Source: an optimization exercise on an open RTL-to-GDS flow (aim: small area, a short achievable clock period and few clock cycles per item). Production flows keep margins and buffers that such runs may drop. Only simulation tests tie the RTL to the original design; equivalence was not proved.

==> flow/config.mk <==
export PLATFORM = sky130hd
export DESIGN_NAME = revive_core
export DESIGN_NICKNAME = revive_core
export VERILOG_FILES = /design/flow/design.v
export SDC_FILE = /design/flow/constraint.sdc
export NUM_CORES = 4
export LEC_CHECK = 0
export CAP_MARGIN = 20
export CORE_MARGIN = 2
export CORE_UTILIZATION = 40
export SLEW_MARGIN = 20
==> flow/constraint.sdc <==
create_clock -name core_clock -period 10.5 [get_ports {i_clk}]
set_input_delay 2.1000 -clock core_clock [delete_from_list [all_inputs] [get_ports {i_clk}]]
set_output_delay 2.1000 -clock core_clock [all_outputs]
set_load 0.01 [all_outputs]
==> flow/design.v <==
`timescale 1ns/1ps
package revive_pkg;
    localparam int XLEN        = 32;
    localparam int NUM_REGS    = 16;
    localparam int REG_SEL_W   = 4;
    localparam int IMM_W       = 20;
    localparam int QUEUE_DEPTH = 4;
    localparam int QUEUE_PTR_W = $clog2(QUEUE_DEPTH);
    localparam int MUL_STAGES  = 3;
    typedef enum logic [3:0] {
        OP_ADD  = 4'h1,
        OP_SUB  = 4'h2,
        OP_AND  = 4'h3,
        OP_OR   = 4'h4,
        OP_XOR  = 4'h5,
        OP_ADDI = 4'h6,
        OP_MUL  = 4'h7
    } opcode_e;
    typedef struct packed {
        opcode_e                op;
        logic [REG_SEL_W-1:0]   rd;
        logic [REG_SEL_W-1:0]   rs1;
        logic [REG_SEL_W-1:0]   rs2;
        logic [15:0]            unused;
    } instr_reg_t;
    typedef struct packed {
        opcode_e                op;
        logic [REG_SEL_W-1:0]   rd;
        logic [REG_SEL_W-1:0]   rs1;
        logic [IMM_W-1:0]       imm;
    } instr_imm_t;
    typedef union packed {
        instr_reg_t rtype;
        instr_imm_t itype;
    } instr_u;
    typedef struct packed {
        logic                   valid;
        logic [REG_SEL_W-1:0]   rd;
        logic [XLEN-1:0]        a;
        logic [XLEN-1:0]        b;
        opcode_e                op;
    } issue_rec_t;
    typedef struct packed {
        logic                   valid;
        logic [REG_SEL_W-1:0]   rd;
        logic [XLEN-1:0]        data;
    } wb_rec_t;
endpackage
`timescale 1ns/1ps
module instr_queue (
    input  logic                i_clk,
    input  logic                i_rst_n,
    input  logic                i_push,
    input  revive_pkg::instr_u  i_instr,
    input  logic                i_pop,
    output revive_pkg::instr_u  o_head,
    output logic                o_head_valid,
    output logic                o_credit
);
    logic [revive_pkg::XLEN-1:0]        mem [0:revive_pkg::QUEUE_DEPTH-1];
    logic [revive_pkg::QUEUE_PTR_W-1:0] wr_ptr;
    logic [revive_pkg::QUEUE_PTR_W-1:0] rd_ptr;
    logic [revive_pkg::QUEUE_PTR_W:0]   count;
    logic                   do_pop;
    function automatic logic [revive_pkg::QUEUE_PTR_W-1:0] next_ptr(input logic [revive_pkg::QUEUE_PTR_W-1:0] ptr);
        if (ptr == revive_pkg::QUEUE_PTR_W'(revive_pkg::QUEUE_DEPTH - 1)) begin
            next_ptr = '0;
        end else begin
            next_ptr = ptr + 1'b1;
        end
    endfunction
    assign do_pop       = i_pop & o_head_valid;
    assign o_head_valid = (count != '0);
    assign o_head       = mem[rd_ptr];
    always_ff @(posedge i_clk) begin
        if (i_push) begin
            mem[wr_ptr] <= i_instr;
        end
    end
    always_ff @(posedge i_clk) begin
        if (!i_rst_n) begin
            wr_ptr   <= '0;
            rd_ptr   <= '0;
            count    <= '0;
            o_credit <= 1'b0;
        end else begin
            if (i_push) begin
                wr_ptr <= next_ptr(wr_ptr);
            end
            if (do_pop) begin
                rd_ptr <= next_ptr(rd_ptr);
            end
            case ({i_push, do_pop})
                2'b10:   count <= count + 1'b1;
                2'b01:   count <= count - 1'b1;
                default: count <= count;
            endcase
            o_credit <= do_pop;
        end
    end
endmodule
`timescale 1ns/1ps
module instr_sched (
    input  logic                              i_clk,
    input  logic                              i_rst_n,
    input  revive_pkg::instr_u                i_head,
    input  logic                              i_head_valid,
    output logic                              o_pop,
    output logic [revive_pkg::REG_SEL_W-1:0]  o_rs1_sel,
    output logic [revive_pkg::REG_SEL_W-1:0]  o_rs2_sel,
    input  logic [revive_pkg::XLEN-1:0]       i_rs1_data,
    input  logic [revive_pkg::XLEN-1:0]       i_rs2_data,
    input  logic                              i_alu_ready,
    input  logic                              i_mul_ready,
    output revive_pkg::issue_rec_t            o_alu_issue,
    output revive_pkg::issue_rec_t            o_mul_issue,
    input  revive_pkg::wb_rec_t               i_wb
);
    localparam logic [revive_pkg::NUM_REGS-1:0] ONE_HOT_1 = 1;
    revive_pkg::opcode_e                op;
    logic [revive_pkg::REG_SEL_W-1:0]   rd;
    logic [revive_pkg::REG_SEL_W-1:0]   rs1;
    logic [revive_pkg::REG_SEL_W-1:0]   rs2;
    logic [revive_pkg::IMM_W-1:0]       imm;
    logic                   is_alu;
    logic                   is_mul;
    logic                   is_imm;
    logic                   hazard;
    logic                   discard;
    logic                   issue_alu;
    logic                   issue_mul;
    logic [revive_pkg::XLEN-1:0]        operand_b;
    logic [revive_pkg::NUM_REGS-1:0]    pending;
    logic [revive_pkg::NUM_REGS-1:0]    wb_clear;
    logic [revive_pkg::NUM_REGS-1:0]    busy;
    logic [revive_pkg::NUM_REGS-1:0]    issue_set;
    revive_pkg::issue_rec_t             issue_rec;
    assign op  = i_head.rtype.op;
    assign rd  = i_head.rtype.rd;
    assign rs1 = i_head.rtype.rs1;
    assign rs2 = i_head.rtype.rs2;
    assign imm = i_head.itype.imm;
    always_comb begin
        is_alu = 1'b0;
        is_mul = 1'b0;
        is_imm = 1'b0;
        case (op)
            revive_pkg::OP_ADD, revive_pkg::OP_SUB, revive_pkg::OP_AND, revive_pkg::OP_OR, revive_pkg::OP_XOR: is_alu = 1'b1;
            revive_pkg::OP_ADDI: begin
                is_alu = 1'b1;
                is_imm = 1'b1;
            end
            revive_pkg::OP_MUL:  is_mul = 1'b1;
            default: ;
        endcase
    end
    assign o_rs1_sel = rs1;
    assign o_rs2_sel = rs2;
    assign operand_b = is_imm ? {{(revive_pkg::XLEN - revive_pkg::IMM_W){imm[revive_pkg::IMM_W-1]}}, imm} : i_rs2_data;
    assign wb_clear = i_wb.valid ? (ONE_HOT_1 << i_wb.rd) : '0;
    assign busy     = pending & ~wb_clear;
    assign hazard   = busy[rs1] | (~is_imm & busy[rs2]) | busy[rd];
    assign discard   = i_head_valid & ((rd == '0) | ~(is_alu | is_mul));
    assign issue_alu = i_head_valid & ~discard & is_alu & ~hazard & i_alu_ready;
    assign issue_mul = i_head_valid & ~discard & is_mul & ~hazard & i_mul_ready;
    assign o_pop     = issue_alu | issue_mul | discard;
    assign issue_rec = {1'b0, rd, i_rs1_data, operand_b, op};
    always_comb begin
        o_alu_issue       = issue_rec;
        o_alu_issue.valid = issue_alu;
        o_mul_issue       = issue_rec;
        o_mul_issue.valid = issue_mul;
    end
    assign issue_set = (issue_alu | issue_mul) ? (ONE_HOT_1 << rd) : '0;
    always_ff @(posedge i_clk) begin
        if (!i_rst_n) begin
            pending <= '0;
        end else begin
            pending <= busy | issue_set;
        end
    end
endmodule
`timescale 1ns/1ps
module reg_file (
    input  logic                              i_clk,
    input  logic                              i_rst_n,
    input  logic [revive_pkg::REG_SEL_W-1:0]  i_rs1_sel,
    input  logic [revive_pkg::REG_SEL_W-1:0]  i_rs2_sel,
    output logic [revive_pkg::XLEN-1:0]       o_rs1_data,
    output logic [revive_pkg::XLEN-1:0]       o_rs2_data,
    input  revive_pkg::wb_rec_t               i_wb
);
    logic [revive_pkg::XLEN-1:0] regs [0:revive_pkg::NUM_REGS-1];
    function automatic logic [revive_pkg::XLEN-1:0] read_port(input logic [revive_pkg::REG_SEL_W-1:0] sel);
        if (sel == '0) begin
            read_port = '0;
        end else if (i_wb.valid && (i_wb.rd == sel)) begin
            read_port = i_wb.data;
        end else begin
            read_port = regs[sel];
        end
    endfunction
    always_comb begin
        o_rs1_data = read_port(i_rs1_sel);
        o_rs2_data = read_port(i_rs2_sel);
    end
    always_ff @(posedge i_clk) begin
        if (!i_rst_n) begin
            for (int i = 0; i < revive_pkg::NUM_REGS; i++) begin
                regs[i] <= '0;
            end
        end else if (i_wb.valid && (i_wb.rd != '0)) begin
            regs[i_wb.rd] <= i_wb.data;
        end
    end
endmodule
`timescale 1ns/1ps
module exec_alu_port (
    input  logic                    i_clk,
    input  logic                    i_rst_n,
    input  revive_pkg::issue_rec_t  i_issue,
    input  logic                    i_grant,
    output logic                    o_ready,
    output revive_pkg::wb_rec_t     o_req
);
    logic                   hold_valid;
    logic [revive_pkg::REG_SEL_W-1:0]   hold_rd;
    logic [revive_pkg::XLEN-1:0]        hold_data;
    logic [revive_pkg::XLEN-1:0]        result;
    always_comb begin
        case (i_issue.op)
            revive_pkg::OP_ADD, revive_pkg::OP_ADDI: result = i_issue.a + i_issue.b;
            revive_pkg::OP_SUB:          result = i_issue.a - i_issue.b;
            revive_pkg::OP_AND:          result = i_issue.a & i_issue.b;
            revive_pkg::OP_OR:           result = i_issue.a | i_issue.b;
            revive_pkg::OP_XOR:          result = i_issue.a ^ i_issue.b;
            default:         result = '0;
        endcase
    end
    assign o_ready = ~hold_valid | i_grant;
    assign o_req   = {hold_valid, hold_rd, hold_data};
    always_ff @(posedge i_clk) begin
        if (!i_rst_n) begin
            hold_valid <= 1'b0;
        end else if (i_issue.valid) begin
            hold_valid <= 1'b1;
        end else if (i_grant) begin
            hold_valid <= 1'b0;
        end
    end
    always_ff @(posedge i_clk) begin
        if (i_issue.valid) begin
            hold_rd   <= i_issue.rd;
            hold_data <= result;
        end
    end
endmodule
`timescale 1ns/1ps
module exec_mul_port (
    input  logic                    i_clk,
    input  logic                    i_rst_n,
    input  revive_pkg::issue_rec_t  i_issue,
    input  logic                    i_grant,
    output logic                    o_ready,
    output revive_pkg::wb_rec_t     o_req
);
    logic [revive_pkg::MUL_STAGES-1:0]  stg_valid;
    logic [revive_pkg::MUL_STAGES-1:0]  stg_free;
    logic [revive_pkg::REG_SEL_W-1:0]   stg_rd   [0:revive_pkg::MUL_STAGES-1];
    logic [revive_pkg::XLEN-1:0]        stg_data [0:revive_pkg::MUL_STAGES-1];
    logic [revive_pkg::XLEN-1:0]        product;
    assign product = i_issue.a * i_issue.b;
    always_comb begin
        stg_free[revive_pkg::MUL_STAGES-1] = ~stg_valid[revive_pkg::MUL_STAGES-1] | i_grant;
        for (int k = revive_pkg::MUL_STAGES - 2; k >= 0; k--) begin
            stg_free[k] = ~stg_valid[k] | stg_free[k+1];
        end
    end
    assign o_ready = stg_free[0];
    always_ff @(posedge i_clk) begin
        if (!i_rst_n) begin
            stg_valid <= '0;
        end else begin
            if (stg_free[0]) begin
                stg_valid[0] <= i_issue.valid;
            end
            for (int k = 1; k < revive_pkg::MUL_STAGES; k++) begin
                if (stg_free[k]) begin
                    stg_valid[k] <= stg_valid[k-1];
                end
            end
        end
    end
    always_ff @(posedge i_clk) begin
        if (stg_free[0]) begin
            stg_rd[0]   <= i_issue.rd;
            stg_data[0] <= product;
        end
        for (int k = 1; k < revive_pkg::MUL_STAGES; k++) begin
            if (stg_free[k]) begin
                stg_rd[k]   <= stg_rd[k-1];
                stg_data[k] <= stg_data[k-1];
            end
        end
    end
    assign o_req = {stg_valid[revive_pkg::MUL_STAGES-1],
                   stg_rd[revive_pkg::MUL_STAGES-1],
                   stg_data[revive_pkg::MUL_STAGES-1]};
endmodule
`timescale 1ns/1ps
module writeback_arbiter (
    input  revive_pkg::wb_rec_t i_alu_req,
    input  revive_pkg::wb_rec_t i_mul_req,
    output logic                o_alu_grant,
    output logic                o_mul_grant,
    output revive_pkg::wb_rec_t o_wb
);
    assign o_mul_grant = i_mul_req.valid;
    assign o_alu_grant = i_alu_req.valid & ~i_mul_req.valid;
    always_comb begin
        if (o_mul_grant) begin
            o_wb = i_mul_req;
        end else if (o_alu_grant) begin
            o_wb = i_alu_req;
        end else begin
            o_wb = '0;
        end
    end
endmodule
`timescale 1ns/1ps
module revive_core (
    input  logic                i_clk,
    input  logic                i_rst_n,
    input  logic                i_instr_valid,
    input  logic [31:0]         i_instr,
    output logic                o_credit,
    output logic [36:0]         o_wb
);
    revive_pkg::instr_u                 instr_in;
    assign instr_in = i_instr;
    revive_pkg::instr_u                 head;
    logic                   head_valid;
    logic                   pop;
    logic [revive_pkg::REG_SEL_W-1:0]   rs1_sel;
    logic [revive_pkg::REG_SEL_W-1:0]   rs2_sel;
    logic [revive_pkg::XLEN-1:0]        rs1_data;
    logic [revive_pkg::XLEN-1:0]        rs2_data;
    logic                   alu_ready;
    logic                   mul_ready;
    revive_pkg::issue_rec_t             alu_issue;
    revive_pkg::issue_rec_t             mul_issue;
    revive_pkg::wb_rec_t                alu_req;
    revive_pkg::wb_rec_t                mul_req;
    logic                   alu_grant;
    logic                   mul_grant;
    revive_pkg::wb_rec_t                wb;
    assign o_wb = wb;
    instr_queue u_queue (
        .i_clk          (i_clk),
        .i_rst_n        (i_rst_n),
        .i_push         (i_instr_valid),
        .i_instr        (instr_in),
        .i_pop          (pop),
        .o_head         (head),
        .o_head_valid   (head_valid),
        .o_credit       (o_credit)
    );
    instr_sched u_sched (
        .i_clk          (i_clk),
        .i_rst_n        (i_rst_n),
        .i_head         (head),
        .i_head_valid   (head_valid),
        .o_pop          (pop),
        .o_rs1_sel      (rs1_sel),
        .o_rs2_sel      (rs2_sel),
        .i_rs1_data     (rs1_data),
        .i_rs2_data     (rs2_data),
        .i_alu_ready    (alu_ready),
        .i_mul_ready    (mul_ready),
        .o_alu_issue    (alu_issue),
        .o_mul_issue    (mul_issue),
        .i_wb           (wb)
    );
    reg_file u_rf (
        .i_clk          (i_clk),
        .i_rst_n        (i_rst_n),
        .i_rs1_sel      (rs1_sel),
        .i_rs2_sel      (rs2_sel),
        .o_rs1_data     (rs1_data),
        .o_rs2_data     (rs2_data),
        .i_wb           (wb)
    );
    exec_alu_port u_alu (
        .i_clk          (i_clk),
        .i_rst_n        (i_rst_n),
        .i_issue        (alu_issue),
        .i_grant        (alu_grant),
        .o_ready        (alu_ready),
        .o_req          (alu_req)
    );
    exec_mul_port u_mul (
        .i_clk          (i_clk),
        .i_rst_n        (i_rst_n),
        .i_issue        (mul_issue),
        .i_grant        (mul_grant),
        .o_ready        (mul_ready),
        .o_req          (mul_req)
    );
    writeback_arbiter u_arb (
        .i_alu_req      (alu_req),
        .i_mul_req      (mul_req),
        .o_alu_grant    (alu_grant),
        .o_mul_grant    (mul_grant),
        .o_wb           (wb)
    );
endmodule
==> flow/run.sh <==
#!/bin/bash
# synth_recipe.tcl (not shown) runs the flow's synth.tcl, then flattens the netlist and writes it again
# the make line also repeats each setting of config.mk as NAME=value (left out here)
make -C /OpenROAD-flow-scripts/flow DESIGN_CONFIG=/design/flow/config.mk WORK_HOME=/design/flow/orfs CLKGATE_MAP_FILE= SYNTH_SCRIPT=/design/flow/synth_recipe.tcl finish
==> results_dict.tcl <==
set metrics [dict create \
    status "timing/DRC/antenna clean" \
    yosys_warnings 8 \
    clkLatencyLatePin_ps 700 \
    hold_viol 0 \
    synth_top_area_cell "edfxtp_1" \
    fin_ws_ps 435 \
    hpwlAfterDp_mm 145 \
    cts-root-buf "clkbuf_16" \
    clk_pin_slew_ps 60 \
    netlist-cell-type-count 86 \
    yosysTopAreaCellShare_pct 35.9 \
    grt_pass1_vias 43100 \
    syn_inst 5167 \
    ys_async_sr_fraction_pct 0 \
    track_usage_pct 28.2 \
    synth.area.top_cells "edfxtp_1 (36%), fa_1 (15%), mux4_2 (7.4%)" \
    tightest_slew_ps 1220 \
    post_synth.cell_area_avg_um2 10.9 \
    fp-row-count 137 \
    wl_per_cell_um 28.2 \
    portBuffers 72 \
    fin_nets 5993 \
    route.detailed.drc 0 \
    die-area_um2 144000 \
    cp-start-kind "register" \
    worst_slew_margin_rel_pct 19.0 \
    pin_count 73 \
    via_count 42900 \
    crit_path_frequent_cell "fa_1" \
    cpPeakStageDelay_ps 680 \
    postRouteAntennaNets 0 \
    period_minus_slack_ps 10070 \
    slew_violations 0 \
    drv_cap 0 \
    design.core.area_um2 140000 \
    cts_tree "done" \
    ys.flop_type "edfxtp_1" \
    drt-vias-per-instance 5.90 \
    crit_path_end_kind "register" \
    utilization_pct 45.7 \
    dp_slack_ps 372 \
    ys_ff_latch 814 \
    cp_max_fo 50 \
    fin_skew_ps 37.7 \
    setup_viol 0 \
    arrival_ps 10630 \
    synth_edf_count 676 \
    gp_congestion 1.00 \
    setup_tns_ps 0 \
    area_growth_pct 13.1 \
    first_iter_violations 5619 \
    cts_buffers 89 \
    cts.sinks 814 \
    netlist_area_um2 56600 \
    fmax_mhz 99.4 \
    gr-total-overflow 0 \
    drive_gt1_share_pct 13.8 \
    wl_mm 205 \
    period_share_pct 95.9 \
    die-width_um 380 \
    antenna_found_initial 10 \
    hold_path_class "register to register" \
    critPathSlowestCell "buf_4" \
    rrSetupSlack_ps 430 \
    die_h_um 380 \
    drtPass1Iterations 6 \
    critical_path_class "register to register" \
    rsz0062_at_grt "false" \
    critPathRequiredTime_ps 11070 \
    initial_core_util_pct 40.4 \
    cts-htree-levels 3 \
    grt_pass1_wl_mm 299 \
    yosysSeqAreaShare_pct 40.8 \
    grt_max_degree 98 \
    cts_buffer_depth 3 \
]
## area by class of cell
class	count	area, µm²
diodes	2	5.00
clock buffers	111	2450
fillers	13100	75900
flip-flops and latches	814	23100
clock inverters	56	488
well taps	1876	2350
repair buffers	362	3130
inverters	574	2150
multi-input cells	3482	30300
## cell families (layout without fill, tap and decap cells)
family / after synthesis / after routing / synth area share, %
AND/OR/NAND/NOR: 1646 / 1646 / 12.0
AO/OA/AOI/OAI: 605 / 605 / 7.54
multiplexers: 424 / 424 / 11.7
flip-flops: 814 / 814 / 40.8
XOR/XNOR: 140 / 140 / 2.19
other: 1 / 34 / 0.00663
adder cells (fa/ha/maj): 635 / 635 / 19.5
buffers and inverters: 902 / 1103 / 6.29
## cell usage after synthesis, types with 87 or more instances
cell,n
mux2i_1,209
edfxtp_1,676
nor2_1,852
dfxtp_1,138
a21oi_1,114
ha_1,225
inv_1,547
fa_1,410
nand2_1,537
mux4_2,186
xnor2_1,116
a22oi_1,87
clkbuf_1,238
## per-stage QoR
| step | hold WS [ps] | cell area, µm² | cells |
|---|---|---|---|
| after CTS | 319 | 63900 | 7270 |
| after detailed placement | 312 | 60900 | 7103 |
| after floorplan | 310 | 56700 | 5198 |
| after global routing | 329 | 64000 | 7275 |
| final | 322 | 64000 | 7277 |
| after global placement | 310 | 60900 | 7103 |
## timing repair
item	CTS	global route
setup endpoints to repair	0	3
hold buffers	0	0
endpoints found under the hold margin	0	0
setup buffers	0	4
resized for setup	0	4
## worst max-delay path, delay by kind of cell (launching register included)
kind	cells	cell delay, ps
AND/OR/NAND/NOR	5	640
XOR/XNOR	1	90
AO/OA/AOI/OAI	8	2080
buffers and inverters	7	1500
flip-flops	1	430
multiplexers	2	790
adder cells (fa/ha/maj)	9	4230
## registers in the layout (all words and copies together) (netlist names), named ones only
signal / count
u_queue.o_credit: 1
u_queue.count: 3
u_queue.wr_ptr: 2
u_queue.rd_ptr: 2
u_queue.mem: 128
u_sched.pending: 16
u_rf.regs: 512
u_alu.hold_rd: 4
u_mul.stg_valid: 3
u_alu.hold_valid: 1
u_alu.hold_data: 32
u_mul.stg_data: 96
u_mul.stg_rd: 12
## layout by cell type (no fill, tap or decap), types with 12 or more instances in the layout
cell type / Yosys / layout
fa_1: 410 / 410
and2_1: 24 / 24
mux2i_1: 209 / 209
clkdlybuf4s50_1: 0 / 72
nand2_1: 537 / 514
clkbuf_16: 0 / 94
buf_12: 0 / 18
mux2_2: 29 / 29
o221ai_1: 30 / 30
a311oi_1: 12 / 12
clkinv_1: 19 / 37
o21a_1: 15 / 15
ha_1: 225 / 225
o211ai_1: 25 / 25
nor2b_1: 41 / 38
and3_1: 22 / 22
dfxtp_1: 138 / 135
mux4_2: 186 / 181
a211oi_1: 35 / 34
o22ai_1: 17 / 17
nand3_1: 58 / 58
edfxtp_1: 676 / 676
or3_1: 24 / 18
conb_1: 1 / 32
xnor2_1: 116 / 116
nor3_1: 29 / 27
buf_4: 15 / 271
a21o_1: 24 / 23
clkbuf_1: 238 / 12
a31oi_1: 36 / 34
nand2_2: 0 / 22
nor2_1: 852 / 849
inv_1: 547 / 547
xor2_1: 23 / 23
a21oi_1: 114 / 107
a22oi_1: 87 / 86
clkinv_2: 0 / 16
o21ai_0: 82 / 79
## layer usage
layer | part of all wire [%] | global-route usage [%] | wire (µm) | vias up
li1 | - | - | - | 18000
met1 | 39 | 38.4 | 79800 | 21600
met2 | 43 | 42.3 | 89200 | 2778
met3 | 12 | 6.55 | 24400 | 579
met4 | 5.7 | 14.3 | 11800 | 10
met5 | 0.039 | 0 | 81 | -
## path summary, 6_finish.rpt
| path | cells past startpoint | from | to |
|---|---|---|---|
| hold / removal | 0 | u_mul.stg_data[0][4]$_DFF_P_ | u_mul.stg_data[1][4]$_DFF_P_ |
| hold reg to reg | 0 | u_mul.stg_data[0][4]$_DFF_P_ | u_mul.stg_data[1][4]$_DFF_P_ |
| setup / recovery | 32 | register | u_mul.stg_data[0][31]$_DFF_P_ |
| setup reg to reg | 32 | register | u_mul.stg_data[0][31]$_DFF_P_ |
Testbench counts, summed over its fixed seeds: cycles 3,876, items 3,200.

==> what the ideal ports hide <==
In the flow no input, the clock included, has a driving cell. The finished layout below was timed again as built, in two steps. Step 1: set_driving_cell puts a clkbuf_16 on i_clk and a buf_2 on each other input, an assumption about the parent block. Step 2 adds t to the input delays and takes it off the output delays; t is the mean of the earliest and latest rising clock arrival at the registers after step 1. Input paths then give back, and output paths get back, about the clock's delay inside the block. Three values: ideal, step 1, step 2; two values: the first two.
t (ns): 0.768
slack for setup (ns): 0.435 / 0.435 / 0.435
clock arrival spread, ns: 0.040 / 0.041
After both steps setup and hold are still met in this run. The setup slack of this run moves by 0.000 ns with the drivers and by 0.000 ns with both steps.
